From an optimization exercise on the open Yosys and OpenROAD flow, aimed at small area, a short achievable clock period and few clock cycles per item; shortcuts taken in it are not production practice.
RTL that was checked went through simulation tests only; none was proved equivalent to the original.
Power is estimated from default activity; no workload was simulated.

Setup of rev 12:
Design rolling_hash_pattern_matcher_top, start of the top module:
module rolling_hash_pattern_matcher_top #(
   parameter int MAX_PATTERN  = MAX_PATTERN_DEF,
   parameter int WINDOW_DEPTH = WINDOW_DEPTH_DEF
) (
   input  logic                 clock,
   input  logic                 reset,
   input  logic                 req_valid,
   output logic                 req_ready,
   input  logic [BYTE_W-1:0]    req_text_byte,
   output logic                 rsp_valid,
   input  logic                 rsp_ready,
   output logic                 rsp_kind,
   output logic [VALUE_W-1:0]   rsp_value,
   output logic                 rsp_last,
   input  logic                 csr_we,
   input  logic [CSR_IDX_W-1:0] csr_index,
   input  logic [CSR_W-1:0]     csr_wdata
);
==> flow/config.mk <==
export PLATFORM = sky130hd
export DESIGN_NAME = rolling_hash_pattern_matcher_top
export DESIGN_NICKNAME = rolling_hash_pattern_matcher_top
export VERILOG_FILES = /design/flow/design.v
export SDC_FILE = /design/flow/constraint.sdc
export NUM_CORES = 4
export LEC_CHECK = 0
export ABC_AREA = 1
export CAP_MARGIN = 20
export CORE_MARGIN = 2
export CORE_UTILIZATION = 40
export CTS_CLUSTER_DIAMETER = 100
export CTS_CLUSTER_SIZE = 26
export SLEW_MARGIN = 20
==> flow/constraint.sdc <==
create_clock -name core_clock -period 9.5 [get_ports {clock}]
set_input_delay 1.9000 -clock core_clock [delete_from_list [all_inputs] [get_ports {clock}]]
set_output_delay 1.9000 -clock core_clock [all_outputs]
set_load 0.01 [all_outputs]
standard.sh (not shown) runs the stock make flow with config.mk's settings and CLKGATE_MAP_FILE= SYNTH_SCRIPT=/design/flow/synth_recipe.tcl, a recipe that flattens the netlist after the stock synthesis.
==> flow/flow/run.sh <==
#!/bin/bash
# Standard ORFS layout with a tighter setup repair target, port buffers of
# a plain buffer cell, and free gate sizing.
set -euo pipefail
bash standard.sh 'SETUP_SLACK_MARGIN=6.35' 'MATCH_CELL_FOOTPRINT=0' 'BUFFER_PORTS_ARGS=-buffer_cell sky130_fd_sc_hd__buf_4' finish > standard_make.log 2>&1
Rev 12 did not stop at any stage, and its layout met the timing, design-rule and antenna checks.
Modified inputs, rev 13 compared to rev 12
Settings: swapping 100 for 80 in CTS_CLUSTER_DIAMETER; swapping 26 for 20 in CTS_CLUSTER_SIZE.
==> flow/flow/run.sh <==
#!/bin/bash
# Standard ORFS layout with a tighter setup repair target, port buffers of
# a plain buffer cell, and free gate sizing.
set -euo pipefail
bash standard.sh 'SETUP_SLACK_MARGIN=6.3' 'MATCH_CELL_FOOTPRINT=0' 'BUFFER_PORTS_ARGS=-buffer_cell sky130_fd_sc_hd__buf_4' finish > standard_make.log 2>&1
==> comparison <==
- NOTE: wire length in rev 13 falls short of that of rev 12
- [compare] base=rev 12 new=rev 13: met3 routed wirelength dropped about 17%; total power consumption of the routed design climbed 250 uW.
No functional check of the RTL was part of any run of this note.

rolling_hash_pattern_matcher_top, a different RTL version from the one above (not shown whole).
Size in the first run: ~2000 cells after synthesis, about 450 flip-flops, ~120 I/O pins, roughly 24000 um^2 of cells after synthesis.
==> flow/config.mk <==
export PLATFORM = sky130hd
export DESIGN_NAME = rolling_hash_pattern_matcher_top
export DESIGN_NICKNAME = rolling_hash_pattern_matcher_top
export VERILOG_FILES = /design/flow/design.v
export SDC_FILE = /design/flow/constraint.sdc
export NUM_CORES = 4
export LEC_CHECK = 0
export CAP_MARGIN = 20
export CORE_MARGIN = 2
export CORE_UTILIZATION = 40
export CTS_CLUSTER_DIAMETER = 80
export CTS_CLUSTER_SIZE = 20
export SLEW_MARGIN = 20
==> flow/constraint.sdc <==
create_clock -name core_clock -period 9.5 [get_ports {clock}]
set_input_delay 1.9000 -clock core_clock [delete_from_list [all_inputs] [get_ports {clock}]]
set_output_delay 1.9000 -clock core_clock [all_outputs]
set_load 0.01 [all_outputs]
==> flow/flow/run.sh <==
#!/bin/bash
# Standard ORFS layout with a tighter setup repair target, port buffers of
# a plain buffer cell, and free gate sizing.
set -euo pipefail
bash standard.sh 'SETUP_SLACK_MARGIN=6.6' 'MATCH_CELL_FOOTPRINT=0' 'BUFFER_PORTS_ARGS=-buffer_cell sky130_fd_sc_hd__buf_4' finish > standard_make.log 2>&1
Testbench counts at the start, summed over its fixed seeds: cycles 29,785, bytes 24,258.
Rerun with:
==> flow/flow/run.sh (replaced) <==
#!/bin/bash
# Standard ORFS layout with a tighter setup repair target, port buffers of
# a plain buffer cell, and free gate sizing.
set -euo pipefail
bash standard.sh 'SETUP_SLACK_MARGIN=6.35' 'MATCH_CELL_FOOTPRINT=0' 'BUFFER_PORTS_ARGS=-buffer_cell sky130_fd_sc_hd__buf_4' finish > standard_make.log 2>&1
- ABC_AREA: unset -> 1
- CTS_CLUSTER_DIAMETER: 80 -> 100
- CTS_CLUSTER_SIZE: 20 -> 26
Final area goes down by 5.6%.
First-iteration DRC count goes up by about 10%.
Count of clock-buffer cells in the layout goes down by 8.
Core utilization goes down by 3.7 points.
Rerun with:
- CORE_UTILIZATION: 40 -> 35
What happened: Worst hold slack is worse by 0.0054 ns. Critical path depth does not change. Cell count rose by 4.4%. Setup slack is worse by 0.025 ns. Fmax fell by 0.80%. Combinational power fell by about 2%. Sequential power stays flat. Design area rose by 1.0%. Power fell by 1.6%.
Rerun with:
==> flow/flow/run.sh (replaced) <==
#!/bin/bash
# Standard ORFS layout with a tighter setup repair target, port buffers of
# a plain buffer cell, and free gate sizing.
set -euo pipefail
bash standard.sh 'SETUP_SLACK_MARGIN=6.3' 'MATCH_CELL_FOOTPRINT=0' 'BUFFER_PORTS_ARGS=-buffer_cell sky130_fd_sc_hd__buf_4' finish > standard_make.log 2>&1
- CORE_UTILIZATION: 35 -> 40
- CTS_CLUSTER_DIAMETER: 100 -> 80
- CTS_CLUSTER_SIZE: 26 -> 20
After rerunning:
- The new run went through all stages and came out clean
- clock-buffer cell count rose by 7
- fmax hardly moves
- combinational power stays flat
- design area fell by 0.86%
- non-clock buffer count fell by 25
- clock skew fell by 0.0063 ns
- power rose by 4.4%
- synthesized area stays the same

## what the ideal ports hide
In the flow no input, the clock included, has a driving cell. The finished layouts below were timed again as built, in two steps. Step 1 sets driving cells, clkbuf_16 on the clock port and buf_2 on the other inputs (assumed; they add their load-dependent delay and slew). Step 2 adds t to the input delays and takes it off the output delays; t is the mean of the earliest and latest rising clock arrival at the registers after step 1. Input paths then give back, and output paths get back, about the clock's delay inside the block. Three values: no drivers, after step 1, after step 2; two values: the first two.
run	shift t [ns]	setup slack, ns	worst setup path at the end	slew at the worst register clock pin (ns)	cell pins on the clock port's net
rev 12	0.651	5.863 / 5.873 / 5.223	input to register	0.11 / 0.11	1
rev 13	0.665	5.907 / 5.915 / 5.251	input to register	0.09 / 0.09	1
the first run of note 2	0.674	6.363 / 6.315 / 5.883	input to register	0.09 / 0.09	1
the second run of note 2	0.627	6.370 / 6.309 / 5.860	input to register	0.11 / 0.11	1
the third run of note 2	0.655	6.345 / 6.281 / 5.867	input to register	0.11 / 0.11	1
the fourth run of note 2	0.667	6.345 / 6.284 / 5.848	input to register	0.09 / 0.09	1
After both steps every run listed still meets setup and hold. For rev 13, which loses most, drivers alone change the setup slack by +0.008 ns; drivers and shift together by -0.656 ns.
